Source: an optimization exercise on an open RTL-to-GDS flow (aim: small area and a short achievable clock period). Production flows keep margins and buffers that such runs may drop.
The RTL was checked by simulation tests, not by an equivalence proof against the original design.

==> run a: inputs <==
==> flow/design.v <==
`timescale 1ns/1ps
package audioPkg;
  localparam int addrWidth = 8;
  localparam int memDepth = 256;
  localparam int dataWidth = 8;
  localparam int spiAddrBits = 16;    
  localparam int writeFlagBit = 15;
  localparam int dacMsb = 12;         
  localparam logic [addrWidth-1:0] sampleLoAddr = 8'd254;
  localparam logic [addrWidth-1:0] sampleHiAddr = 8'd255;
  localparam int fetchInterval = 256;
  typedef enum logic {
    opRead  = 1'b0,
    opWrite = 1'b1
  } memOp_t;
  typedef struct packed {
    memOp_t                 op;
    logic [addrWidth-1:0]   addr;
    logic [dataWidth-1:0]   wdata;
  } memReq_t;
  typedef logic [dacMsb:0] dacWord_t;
endpackage
`timescale 1ns/1ps
module spiMemBridge (
  input  logic       clk,
  input  logic       Reset,
  input  logic       sck,
  input  logic       mosi,
  input  logic       ssel,
  output logic       miso,
  output logic       reqOp,       
  output logic [7:0] reqAddr,
  output logic [7:0] reqWdata,
  output logic       req,
  input  logic       ack,
  input  logic [7:0] memQ         
);
  logic [2:0] sckSync;
  logic [1:0] sselSync;
  logic [1:0] mosiSync;
  logic sckRise;
  logic sckFall;
  logic sselActive;
  logic mosiBit;
  logic step;
  logic [4:0] count;
  logic [4:0] countNext;
  logic writeFlag;
  logic [7:0] addrShift;    
  logic [7:0] addrNext;
  logic [7:0] addrIncr;
  logic [7:0] dataIn;
  logic [7:0] byteNext;
  logic [7:0] readData;
  logic [7:0] shiftOut;
  logic issueRead;
  logic issueWrite;
  always_ff @(posedge clk or posedge Reset) begin
    if (Reset) begin
      sckSync <= '0;
      sselSync <= '1;
      mosiSync <= '0;
    end else begin
      sckSync <= {sckSync[1:0], sck};
      sselSync <= {sselSync[0], ssel};
      mosiSync <= {mosiSync[0], mosi};
    end
  end
  assign sckRise = (sckSync[2:1] == 2'b01);
  assign sckFall = (sckSync[2:1] == 2'b10);
  assign sselActive = ~sselSync[1];
  assign mosiBit = mosiSync[1];
  assign step = sselActive & sckRise;
  assign countNext = (count == 5'd23) ? 5'd16 : count + 5'd1;
  assign addrNext = {addrShift[6:0], mosiBit};
  assign addrIncr = addrShift + 8'd1;
  assign byteNext = {dataIn[6:0], mosiBit};
  assign issueRead = step & (((count == 5'd15) & ~writeFlag) |
                             ((count == 5'd23) & ~writeFlag));
  assign issueWrite = step & (count == 5'd23) & writeFlag;
  always_ff @(posedge clk or posedge Reset) begin
    if (Reset) begin
      count <= '0;
      writeFlag <= 1'b0;
      req <= 1'b0;
      shiftOut <= '0;
    end else begin
      if (issueRead | issueWrite) begin
        req <= 1'b1;
      end else if (ack) begin
        req <= 1'b0;
      end
      if (!sselActive) begin
        count <= '0;
        writeFlag <= 1'b0;
        shiftOut <= '0;
      end else begin
        if (sckRise) begin
          count <= countNext;
          if (count == 5'd0) writeFlag <= mosiBit;
        end
        if (sckFall) begin
          shiftOut <= (count == 5'd16) ? readData : {shiftOut[6:0], 1'b0};
        end
      end
    end
  end
  always_ff @(posedge clk) begin
    if (step) begin
      if (!count[4]) begin
        addrShift <= addrNext;
      end else begin
        dataIn <= byteNext;
        if (count == 5'd23) addrShift <= addrIncr;
      end
    end
    if (issueRead | issueWrite) begin
      reqOp <= issueWrite;
      if (count == 5'd15) begin
        reqAddr <= addrNext;
      end else if (issueWrite) begin
        reqAddr <= addrShift;
      end else begin
        reqAddr <= addrIncr;
      end
      reqWdata <= byteNext;
    end
    if (ack && !reqOp) readData <= memQ;
  end
  assign miso = shiftOut[7];
endmodule
`timescale 1ns/1ps
module sharedMemory (
  input  logic       clk,
  input  logic       Reset,
  input  logic       hostOp,
  input  logic [7:0] hostAddr,
  input  logic [7:0] hostWdata,
  input  logic       hostReq,
  output logic       hostAck,
  input  logic       fetchReq,
  output logic       fetchAck,
  output logic [7:0] hostQ,
  output logic [7:0] loQ,
  output logic [7:0] hiQ
);
  typedef enum logic [1:0] {
    arbIdle,
    arbServe,
    arbRelease
  } arbState_t;
  arbState_t state;
  logic grantFetch;
  logic lastFetch;
  logic activeReq;
  logic doWrite;
  logic [255:0][7:0] mem;
  logic [3:0][7:0] part;
  assign activeReq = grantFetch ? fetchReq : hostReq;
  always_ff @(posedge clk or posedge Reset) begin
    if (Reset) begin
      state <= arbIdle;
      grantFetch <= 1'b0;
      lastFetch <= 1'b1;
      hostAck <= 1'b0;
      fetchAck <= 1'b0;
    end else begin
      case (state)
        arbIdle: begin
          if (hostReq | fetchReq) begin
            if (hostReq & fetchReq) begin
              grantFetch <= ~lastFetch;
              lastFetch <= ~lastFetch;
            end else begin
              grantFetch <= fetchReq;
              lastFetch <= fetchReq;
            end
            state <= arbServe;
          end
        end
        arbServe: begin
          hostAck <= ~grantFetch;
          fetchAck <= grantFetch;
          state <= arbRelease;
        end
        arbRelease: begin
          if (!activeReq) begin
            hostAck <= 1'b0;
            fetchAck <= 1'b0;
            state <= arbIdle;
          end
        end
        default: state <= arbIdle;
      endcase
    end
  end
  assign doWrite = (state == arbServe) & ~grantFetch & hostOp;
  for (genvar i = 0; i < 256; i++) begin : gWord
    always_ff @(posedge clk) begin
      if (doWrite && hostAddr == 8'(i)) mem[i] <= hostWdata;
    end
  end
  always_ff @(posedge clk) begin
    for (int g = 0; g < 4; g++) part[g] <= mem[{2'(g), hostAddr[5:0]}];
  end
  assign hostQ = part[hostAddr[7:6]];
  assign loQ = mem[254];
  assign hiQ = mem[255];
endmodule
`timescale 1ns/1ps
module sampleFetch (
  input  logic               clk,
  input  logic               Reset,
  output logic               fetchHi,    
  output logic               req,
  input  logic               ack,
  input  logic [7:0]         loQ,        
  input  logic [4:0]         hiQ,        
  output audioPkg::dacWord_t sample
);
  typedef enum logic [1:0] {
    fetchWait,
    fetchLo,
    fetchHiS
  } fetchState_t;
  fetchState_t state;
  logic [7:0] intervalCount;
  logic [7:0] loByte;
  assign fetchHi = (state == fetchHiS);
  always_ff @(posedge clk or posedge Reset) begin
    if (Reset) begin
      state <= fetchWait;
      intervalCount <= '0;
      req <= 1'b0;
      sample <= 13'h1000;    
    end else begin
      case (state)
        fetchWait: begin
          intervalCount <= intervalCount + 1'b1;
          if (intervalCount == 8'hff) begin
            req <= 1'b1;
            state <= fetchLo;
          end
        end
        fetchLo: begin
          if (req & ack) begin
            req <= 1'b0;
          end else if (!req & !ack) begin
            req <= 1'b1;
            state <= fetchHiS;
          end
        end
        fetchHiS: begin
          if (req & ack) begin
            req <= 1'b0;
            sample <= {hiQ, loByte};
            state <= fetchWait;
          end
        end
        default: state <= fetchWait;
      endcase
    end
  end
  always_ff @(posedge clk) begin
    if (state == fetchLo && req && ack) loByte <= loQ;
  end
endmodule
`timescale 1ns/1ps
module sigmaDeltaDac (
  input  logic               clk,
  input  logic               Reset,
  input  audioPkg::dacWord_t sample,
  output logic               audio
);
  logic [12:0] acc;
  logic        carry;
  always_ff @(posedge clk or posedge Reset) begin
    if (Reset) begin
      acc <= '0;
      carry <= 1'b0;
      audio <= 1'b0;
    end else begin
      {carry, acc} <= {1'b0, acc} + {1'b0, sample};
      audio <= carry;
    end
  end
endmodule
`timescale 1ns/1ps
module audioTop (
  input  logic clk,
  input  logic Reset,
  input  logic sck,
  input  logic mosi,
  input  logic ssel,
  output logic miso,
  output logic audio
);
  logic       hostOp;
  logic [7:0] hostAddr;
  logic [7:0] hostWdata;
  logic       hostReq;
  logic       hostAck;
  logic       fetchReq;
  logic       fetchAck;
  logic       fetchHi;
  logic [7:0] hostQ;
  logic [7:0] loQ;
  logic [7:0] hiQ;
  audioPkg::dacWord_t sample;
  spiMemBridge spiMemBridge_inst (
    .clk(clk), .Reset(Reset),
    .sck(sck), .mosi(mosi), .ssel(ssel), .miso(miso),
    .reqOp(hostOp), .reqAddr(hostAddr), .reqWdata(hostWdata),
    .req(hostReq), .ack(hostAck), .memQ(hostQ)
  );
  sampleFetch sampleFetch_inst (
    .clk(clk), .Reset(Reset),
    .fetchHi(fetchHi), .req(fetchReq), .ack(fetchAck),
    .loQ(loQ), .hiQ(hiQ[4:0]), .sample(sample)
  );
  sharedMemory sharedMemory_inst (
    .clk(clk), .Reset(Reset),
    .hostOp(hostOp), .hostAddr(hostAddr), .hostWdata(hostWdata),
    .hostReq(hostReq), .hostAck(hostAck),
    .fetchReq(fetchReq), .fetchAck(fetchAck),
    .hostQ(hostQ), .loQ(loQ), .hiQ(hiQ)
  );
  sigmaDeltaDac sigmaDeltaDac_inst (
    .clk(clk), .Reset(Reset), .sample(sample), .audio(audio)
  );
endmodule
==> flow/flow/run.sh <==
#!/bin/bash
set -euo pipefail
ARGS=("BUFFER_PORTS_ARGS=-buffer_cell sky130_fd_sc_hd__buf_4" SETUP_SLACK_MARGIN=7.6)
bash standard.sh "${ARGS[@]}" place > make_place.log 2>&1
PLATFORM_DIR=$FLOW_HOME/platforms/sky130hd MV_DB=orfs/results/sky130hd/audioTop/base/3_place.odb \
  openroad -no_init -exit flow/move_out_ffs.tcl > move_out_ffs.log 2>&1
bash standard.sh "${ARGS[@]}" finish > make_finish.log 2>&1
==> flow/flow/move_out_ffs.tcl <==
# Move each flip-flop that drives an output-port buffer next to that buffer,
# then legalize. Reads and writes the placed database given in MV_DB.
read_lef $::env(PLATFORM_DIR)/lef/sky130_fd_sc_hd.tlef
read_lef $::env(PLATFORM_DIR)/lef/sky130_fd_sc_hd_merged.lef
read_db $::env(MV_DB)
set block [ord::get_db_block]
foreach bt [$block getBTerms] {
  if {[$bt getIoType] ne "OUTPUT"} { continue }
  set net [$bt getNet]
  set buf ""
  foreach it [$net getITerms] { if {[$it isOutputSignal]} { set buf [$it getInst] } }
  if {$buf eq ""} { continue }
  set ff ""
  foreach it [$buf getITerms] {
    if {![$it isInputSignal]} { continue }
    set n [$it getNet]
    if {$n eq "NULL"} { continue }
    foreach it2 [$n getITerms] {
      if {[$it2 isOutputSignal] && [string match "*df*" [[$it2 getInst] getMaster] ] } {}
      if {[$it2 isOutputSignal]} { set ff [$it2 getInst] }
    }
  }
  if {$ff eq ""} { continue }
  set m [[$ff getMaster] getName]
  if {![string match "*__df*" $m]} { puts "MV skip [$bt getName]: driver $m"; continue }
  set loc [$buf getLocation]
  set bx [lindex $loc 0]; set by [lindex $loc 1]
  set old [$ff getLocation]
  $ff setLocation $bx $by
  $ff setPlacementStatus PLACED
  puts "MV [$bt getName]: moved [$ff getName] ($m) from $old to near [$buf getName] at $loc"
}
detailed_placement
check_placement
write_db $::env(MV_DB)
==> flow/standard.sh <==
#!/bin/bash
# synth_recipe.tcl (not shown) runs the flow's synth.tcl, then flattens the netlist and writes it again
# the make line also repeats each setting of config.mk as NAME=value (left out here)
make -C /OpenROAD-flow-scripts/flow DESIGN_CONFIG=/design/flow/config.mk WORK_HOME=/design/flow/orfs CLKGATE_MAP_FILE= SYNTH_SCRIPT=/design/flow/synth_recipe.tcl "${@:-finish}"
==> flow/config.mk <==
export PLATFORM = sky130hd
export DESIGN_NAME = audioTop
export DESIGN_NICKNAME = audioTop
export VERILOG_FILES = /design/flow/design.v
export SDC_FILE = /design/flow/constraint.sdc
export NUM_CORES = 4
export LEC_CHECK = 0
export CAP_MARGIN = 20
export CORE_MARGIN = 2
export CORE_UTILIZATION = 40
export CTS_CLUSTER_DIAMETER = 100
export CTS_CLUSTER_SIZE = 24
export SLEW_MARGIN = 20
==> flow/constraint.sdc <==
create_clock -name core_clock -period 10.0 [get_ports {clk}]
set_input_delay 2.0000 -clock core_clock [delete_from_list [all_inputs] [get_ports {clk}]]
set_output_delay 2.0000 -clock core_clock [all_outputs]
set_load 0.01 [all_outputs]
==> inputs of run b, as changes to run a <==
--- a/flow/design.v
+++ b/flow/design.v
@@ -29,8 +29,11 @@
   input  logic       ssel,
   output logic       miso,
   output logic       reqOp,       
-  output logic [7:0] reqAddr,
   output logic [7:0] reqWdata,
+  output logic       addrLoad,     
+  output logic [2:0] addrLoadLo,   
+  output logic       partLoad,     
+  output logic [4:0] partHi,
   output logic       req,
   input  logic       ack,
   input  logic [7:0] memQ         
@@ -46,9 +49,9 @@
   logic [4:0] count;
   logic [4:0] countNext;
   logic writeFlag;
-  logic [7:0] addrShift;    
-  logic [7:0] addrNext;
-  logic [7:0] addrIncr;
+  logic [3:0] addrShift;    
+  logic [3:0] addrNext;
+  logic [2:0] addrIncr;
   logic [7:0] dataIn;
   logic [7:0] byteNext;
   logic [7:0] readData;
@@ -72,8 +75,8 @@
   assign mosiBit = mosiSync[1];
   assign step = sselActive & sckRise;
   assign countNext = (count == 5'd23) ? 5'd16 : count + 5'd1;
-  assign addrNext = {addrShift[6:0], mosiBit};
-  assign addrIncr = addrShift + 8'd1;
+  assign addrNext = {addrShift[2:0], mosiBit};
+  assign addrIncr = addrShift[2:0] + 3'd1;
   assign byteNext = {dataIn[6:0], mosiBit};
   assign issueRead = step & (((count == 5'd15) & ~writeFlag) |
                              ((count == 5'd23) & ~writeFlag));
@@ -111,22 +114,19 @@
         addrShift <= addrNext;
       end else begin
         dataIn <= byteNext;
-        if (count == 5'd23) addrShift <= addrIncr;
+        if (count == 5'd23) addrShift[2:0] <= addrIncr;
       end
     end
     if (issueRead | issueWrite) begin
       reqOp <= issueWrite;
-      if (count == 5'd15) begin
-        reqAddr <= addrNext;
-      end else if (issueWrite) begin
-        reqAddr <= addrShift;
-      end else begin
-        reqAddr <= addrIncr;
-      end
       reqWdata <= byteNext;
     end
     if (ack && !reqOp) readData <= memQ;
   end
+  assign addrLoad = issueRead | issueWrite;
+  assign addrLoadLo = (count == 5'd15) ? addrNext[2:0] : (issueWrite ? addrShift[2:0] : addrIncr);
+  assign partLoad = step & (count == 5'd12);
+  assign partHi = {addrShift[3:0], mosiBit};
   assign miso = shiftOut[7];
 endmodule
 `timescale 1ns/1ps
@@ -134,8 +134,11 @@
   input  logic       clk,
   input  logic       Reset,
   input  logic       hostOp,
-  input  logic [7:0] hostAddr,
   input  logic [7:0] hostWdata,
+  input  logic       addrLoad,
+  input  logic [2:0] addrLoadLo,
+  input  logic       partLoad,
+  input  logic [4:0] partHi,
   input  logic       hostReq,
   output logic       hostAck,
   input  logic       fetchReq,
@@ -154,8 +157,20 @@
   logic lastFetch;
   logic activeReq;
   logic doWrite;
-  logic [255:0][7:0] mem;
-  logic [3:0][7:0] part;
+  logic [4:0] phase;           
+  logic [4:0] place;           
+  logic [2:0] lo;              
+  logic       top;             
+  logic       pending;         
+  logic       at7;
+  logic       at0;
+  logic [1:0] tapA;
+  logic [1:0] tapB;
+  logic       land;
+  logic [7:0][31:0][7:0] ring;
+  logic [7:0][7:0] hold;
+  logic [7:0] sample254;
+  logic [7:0] sample255;
   assign activeReq = grantFetch ? fetchReq : hostReq;
   always_ff @(posedge clk or posedge Reset) begin
     if (Reset) begin
@@ -195,17 +210,46 @@
     end
   end
   assign doWrite = (state == arbServe) & ~grantFetch & hostOp;
-  for (genvar i = 0; i < 256; i++) begin : gWord
+  always_ff @(posedge clk) begin
+    phase <= phase + 5'd1;
+    if (partLoad) begin
+      place <= partHi + phase + 5'd1;
+      lo <= 3'd0;
+    end else begin
+      place <= place + ((addrLoad && lo == 3'd7) ? 5'd2 : 5'd1);
+      if (addrLoad) lo <= addrLoadLo;
+    end
+  end
+  assign top = (place + 5'd1 == phase);
+  assign at7 = (place[2:0] == 3'd7);     
+  assign at0 = (place[2:0] == 3'd0);     
+  assign tapA = place[4:3];
+  assign tapB = place[4:3] + 2'd1;
+  assign land = (doWrite | pending) & at7;
+  always_ff @(posedge clk) begin
+    pending <= (doWrite | pending) & ~at7;
+  end
+  for (genvar j = 0; j < 8; j++) begin : gRing
+    logic lt;    
+    assign lt = (3'(j) < lo);
+    for (genvar k = 0; k < 4; k++) begin : gTap
+      always_ff @(posedge clk) begin
+        ring[j][8*k+7:8*k+1] <= ring[j][8*k+6:8*k];
+        ring[j][8*k] <= (land && lo == 3'(j) && tapB == 2'(k)) ?
+                        hostWdata : ring[j][(8*k+31)%32];
+      end
+    end
     always_ff @(posedge clk) begin
-      if (doWrite && hostAddr == 8'(i)) mem[i] <= hostWdata;
+      if (lt ? at7 : at0) hold[j] <= ring[j][{(lt ? tapB : tapA), 3'd0}];
     end
   end
   always_ff @(posedge clk) begin
-    for (int g = 0; g < 4; g++) part[g] <= mem[{2'(g), hostAddr[5:0]}];
+    if (doWrite && top && lo == 3'd6) sample254 <= hostWdata;
+    if (doWrite && top && lo == 3'd7) sample255 <= hostWdata;
   end
-  assign hostQ = part[hostAddr[7:6]];
-  assign loQ = mem[254];
-  assign hiQ = mem[255];
+  assign hostQ = hold[lo];
+  assign loQ = sample254;
+  assign hiQ = sample255;
 endmodule
 `timescale 1ns/1ps
 module sampleFetch (
@@ -296,7 +340,10 @@
   output logic audio
 );
   logic       hostOp;
-  logic [7:0] hostAddr;
+  logic       addrLoad;
+  logic [2:0] addrLoadLo;
+  logic       partLoad;
+  logic [4:0] partHi;
   logic [7:0] hostWdata;
   logic       hostReq;
   logic       hostAck;
@@ -310,7 +357,9 @@
   spiMemBridge spiMemBridge_inst (
     .clk(clk), .Reset(Reset),
     .sck(sck), .mosi(mosi), .ssel(ssel), .miso(miso),
-    .reqOp(hostOp), .reqAddr(hostAddr), .reqWdata(hostWdata),
+    .reqOp(hostOp),
+    .addrLoad(addrLoad), .addrLoadLo(addrLoadLo),
+    .partLoad(partLoad), .partHi(partHi), .reqWdata(hostWdata),
     .req(hostReq), .ack(hostAck), .memQ(hostQ)
   );
   sampleFetch sampleFetch_inst (
@@ -320,7 +369,9 @@
   );
   sharedMemory sharedMemory_inst (
     .clk(clk), .Reset(Reset),
-    .hostOp(hostOp), .hostAddr(hostAddr), .hostWdata(hostWdata),
+    .hostOp(hostOp), .hostWdata(hostWdata),
+    .addrLoad(addrLoad), .addrLoadLo(addrLoadLo),
+    .partLoad(partLoad), .partHi(partHi),
     .hostReq(hostReq), .hostAck(hostAck),
     .fetchReq(fetchReq), .fetchAck(fetchAck),
     .hostQ(hostQ), .loQ(loQ), .hiQ(hiQ)
==> flow/flow/run.sh (replaced) <==
#!/bin/bash
set -euo pipefail
ARGS=("BUFFER_PORTS_ARGS=-buffer_cell sky130_fd_sc_hd__buf_4" SETUP_SLACK_MARGIN=7.0)
bash standard.sh "${ARGS[@]}" place > make_place.log 2>&1
PLATFORM_DIR=$FLOW_HOME/platforms/sky130hd MV_DB=orfs/results/sky130hd/audioTop/base/3_place.odb \
  openroad -no_init -exit flow/move_out_ffs.tcl > move_out_ffs.log 2>&1
bash standard.sh "${ARGS[@]}" finish > make_finish.log 2>&1
CORE_UTILIZATION = 65   (was 40)
CTS_CLUSTER_SIZE = 26   (was 24)
==> inputs of run c, as changes to run a <==
--- a/flow/design.v
+++ b/flow/design.v
@@ -31,6 +31,10 @@
   output logic       reqOp,       
   output logic [7:0] reqAddr,
   output logic [7:0] reqWdata,
+  output logic       addrLoad,     
+  output logic [7:0] addrLoadVal,
+  output logic       partLoad,     
+  output logic [4:0] partHi,
   output logic       req,
   input  logic       ack,
   input  logic [7:0] memQ         
@@ -116,17 +120,15 @@
     end
     if (issueRead | issueWrite) begin
       reqOp <= issueWrite;
-      if (count == 5'd15) begin
-        reqAddr <= addrNext;
-      end else if (issueWrite) begin
-        reqAddr <= addrShift;
-      end else begin
-        reqAddr <= addrIncr;
-      end
+      reqAddr <= addrLoadVal;
       reqWdata <= byteNext;
     end
     if (ack && !reqOp) readData <= memQ;
   end
+  assign addrLoad = issueRead | issueWrite;
+  assign addrLoadVal = (count == 5'd15) ? addrNext : (issueWrite ? addrShift : addrIncr);
+  assign partLoad = step & (count == 5'd12);
+  assign partHi = {addrShift[3:0], mosiBit};
   assign miso = shiftOut[7];
 endmodule
 `timescale 1ns/1ps
@@ -136,6 +138,10 @@
   input  logic       hostOp,
   input  logic [7:0] hostAddr,
   input  logic [7:0] hostWdata,
+  input  logic       addrLoad,
+  input  logic [7:0] addrLoadVal,
+  input  logic       partLoad,
+  input  logic [4:0] partHi,
   input  logic       hostReq,
   output logic       hostAck,
   input  logic       fetchReq,
@@ -154,8 +160,20 @@
   logic lastFetch;
   logic activeReq;
   logic doWrite;
-  logic [255:0][7:0] mem;
-  logic [3:0][7:0] part;
+  logic [4:0] phase;           
+  logic [4:0] phase1;          
+  logic [4:0] place;           
+  logic [2:0] lo;
+  logic       pending;         
+  logic       at7;
+  logic       at0;
+  logic [1:0] tapA;
+  logic [1:0] tapB;
+  logic       land;
+  logic [7:0][31:0][7:0] ring;
+  logic [7:0][7:0] hold;
+  logic [7:0] sample254;
+  logic [7:0] sample255;
   assign activeReq = grantFetch ? fetchReq : hostReq;
   always_ff @(posedge clk or posedge Reset) begin
     if (Reset) begin
@@ -195,17 +213,48 @@
     end
   end
   assign doWrite = (state == arbServe) & ~grantFetch & hostOp;
-  for (genvar i = 0; i < 256; i++) begin : gWord
+  always_ff @(posedge clk) begin
+    phase <= phase + 5'd1;
+    phase1 <= phase1 + 5'd1;
+    if (addrLoad) begin
+      place <= addrLoadVal[7:3] + phase1;
+      lo <= addrLoadVal[2:0];
+    end else if (partLoad) begin
+      place <= partHi + phase1;
+      lo <= 3'd0;
+    end else begin
+      place <= place + 5'd1;
+    end
+  end
+  assign at7 = (place[2:0] == 3'd7);     
+  assign at0 = (place[2:0] == 3'd0);     
+  assign tapA = place[4:3];
+  assign tapB = place[4:3] + 2'd1;
+  assign land = (doWrite | pending) & at7;
+  always_ff @(posedge clk) begin
+    pending <= (doWrite | pending) & ~at7;
+  end
+  for (genvar j = 0; j < 8; j++) begin : gRing
+    logic lt;    
+    assign lt = (3'(j) < lo);
+    for (genvar k = 0; k < 4; k++) begin : gTap
+      always_ff @(posedge clk) begin
+        ring[j][8*k+7:8*k+1] <= ring[j][8*k+6:8*k];
+        ring[j][8*k] <= (land && hostAddr[2:0] == 3'(j) && tapB == 2'(k)) ?
+                        hostWdata : ring[j][(8*k+31)%32];
+      end
+    end
     always_ff @(posedge clk) begin
-      if (doWrite && hostAddr == 8'(i)) mem[i] <= hostWdata;
+      if (lt ? at7 : at0) hold[j] <= ring[j][{(lt ? tapB : tapA), 3'd0}];
     end
   end
   always_ff @(posedge clk) begin
-    for (int g = 0; g < 4; g++) part[g] <= mem[{2'(g), hostAddr[5:0]}];
+    if (doWrite && hostAddr == 8'd254) sample254 <= hostWdata;
+    if (doWrite && hostAddr == 8'd255) sample255 <= hostWdata;
   end
-  assign hostQ = part[hostAddr[7:6]];
-  assign loQ = mem[254];
-  assign hiQ = mem[255];
+  assign hostQ = hold[hostAddr[2:0]];
+  assign loQ = sample254;
+  assign hiQ = sample255;
 endmodule
 `timescale 1ns/1ps
 module sampleFetch (
@@ -297,6 +346,10 @@
 );
   logic       hostOp;
   logic [7:0] hostAddr;
+  logic       addrLoad;
+  logic [7:0] addrLoadVal;
+  logic       partLoad;
+  logic [4:0] partHi;
   logic [7:0] hostWdata;
   logic       hostReq;
   logic       hostAck;
@@ -310,7 +363,9 @@
   spiMemBridge spiMemBridge_inst (
     .clk(clk), .Reset(Reset),
     .sck(sck), .mosi(mosi), .ssel(ssel), .miso(miso),
-    .reqOp(hostOp), .reqAddr(hostAddr), .reqWdata(hostWdata),
+    .reqOp(hostOp), .reqAddr(hostAddr),
+    .addrLoad(addrLoad), .addrLoadVal(addrLoadVal),
+    .partLoad(partLoad), .partHi(partHi), .reqWdata(hostWdata),
     .req(hostReq), .ack(hostAck), .memQ(hostQ)
   );
   sampleFetch sampleFetch_inst (
@@ -321,6 +376,8 @@
   sharedMemory sharedMemory_inst (
     .clk(clk), .Reset(Reset),
     .hostOp(hostOp), .hostAddr(hostAddr), .hostWdata(hostWdata),
+    .addrLoad(addrLoad), .addrLoadVal(addrLoadVal),
+    .partLoad(partLoad), .partHi(partHi),
     .hostReq(hostReq), .hostAck(hostAck),
     .fetchReq(fetchReq), .fetchAck(fetchAck),
     .hostQ(hostQ), .loQ(loQ), .hiQ(hiQ)
==> flow/run.sh (new file) <==
#!/bin/bash
# synth_recipe.tcl (not shown) runs the flow's synth.tcl, then flattens the netlist and writes it again
# the make line also repeats each setting of config.mk as NAME=value (left out here)
make -C /OpenROAD-flow-scripts/flow DESIGN_CONFIG=/design/flow/config.mk WORK_HOME=/design/flow/orfs CLKGATE_MAP_FILE= SYNTH_SCRIPT=/design/flow/synth_recipe.tcl finish
CAP_MARGIN = 70   (was 20)
CTS_CLUSTER_DIAMETER = not set   (was 100)
CTS_CLUSTER_SIZE = not set   (was 24)
SLEW_MARGIN = 40   (was 20)
removed: flow/flow/run.sh
removed: flow/flow/move_out_ffs.tcl
removed: flow/standard.sh
==> run notes <==
Of run a and run b, run a has the higher final cell count (gap 67%, measured against run b). The lowest via count belongs to run b, the highest to run a. Clock-buffer cell count: run c > run a > run b. Global-route usage, highest first: run a, run b, run c.

[what the ideal ports hide]
In the flow no input, the clock included, has a driving cell. The finished layouts below were timed again as built, in two steps. Step 1 sets driving cells, clkbuf_16 on the clock port and buf_2 on the other inputs (assumed; they add their load-dependent delay and slew). Step 2, shift: input delay + t, output delay - t, t = (earliest + latest rising clock arrival at the registers) / 2. This alone moves slack from input paths to output paths. a / b / c = ideal / step 1 / step 2; a / b = the first two.
| run | shift t [ns] | slack for setup (ns) | hold slack, ns | latest minus earliest clock arrival (ns) | pins driven straight from the clock port |
|---|---|---|---|---|---|
| run a | 0.823 | 6.670 / 6.594 / 7.053 | 0.355 / 0.355 / 0.355 | 0.046 / 0.046 | 1 |
| run b | 0.734 | 6.775 / 6.708 / 7.074 | 0.314 / 0.314 / 0.314 | 0.027 / 0.028 | 1 |
| run c | 0.853 | 6.317 / 6.245 / 6.799 | 0.309 / 0.309 / 0.309 | 0.023 / 0.022 | 1 |
After both steps every run listed still meets setup and hold. Setup slack includes reset recovery checks.
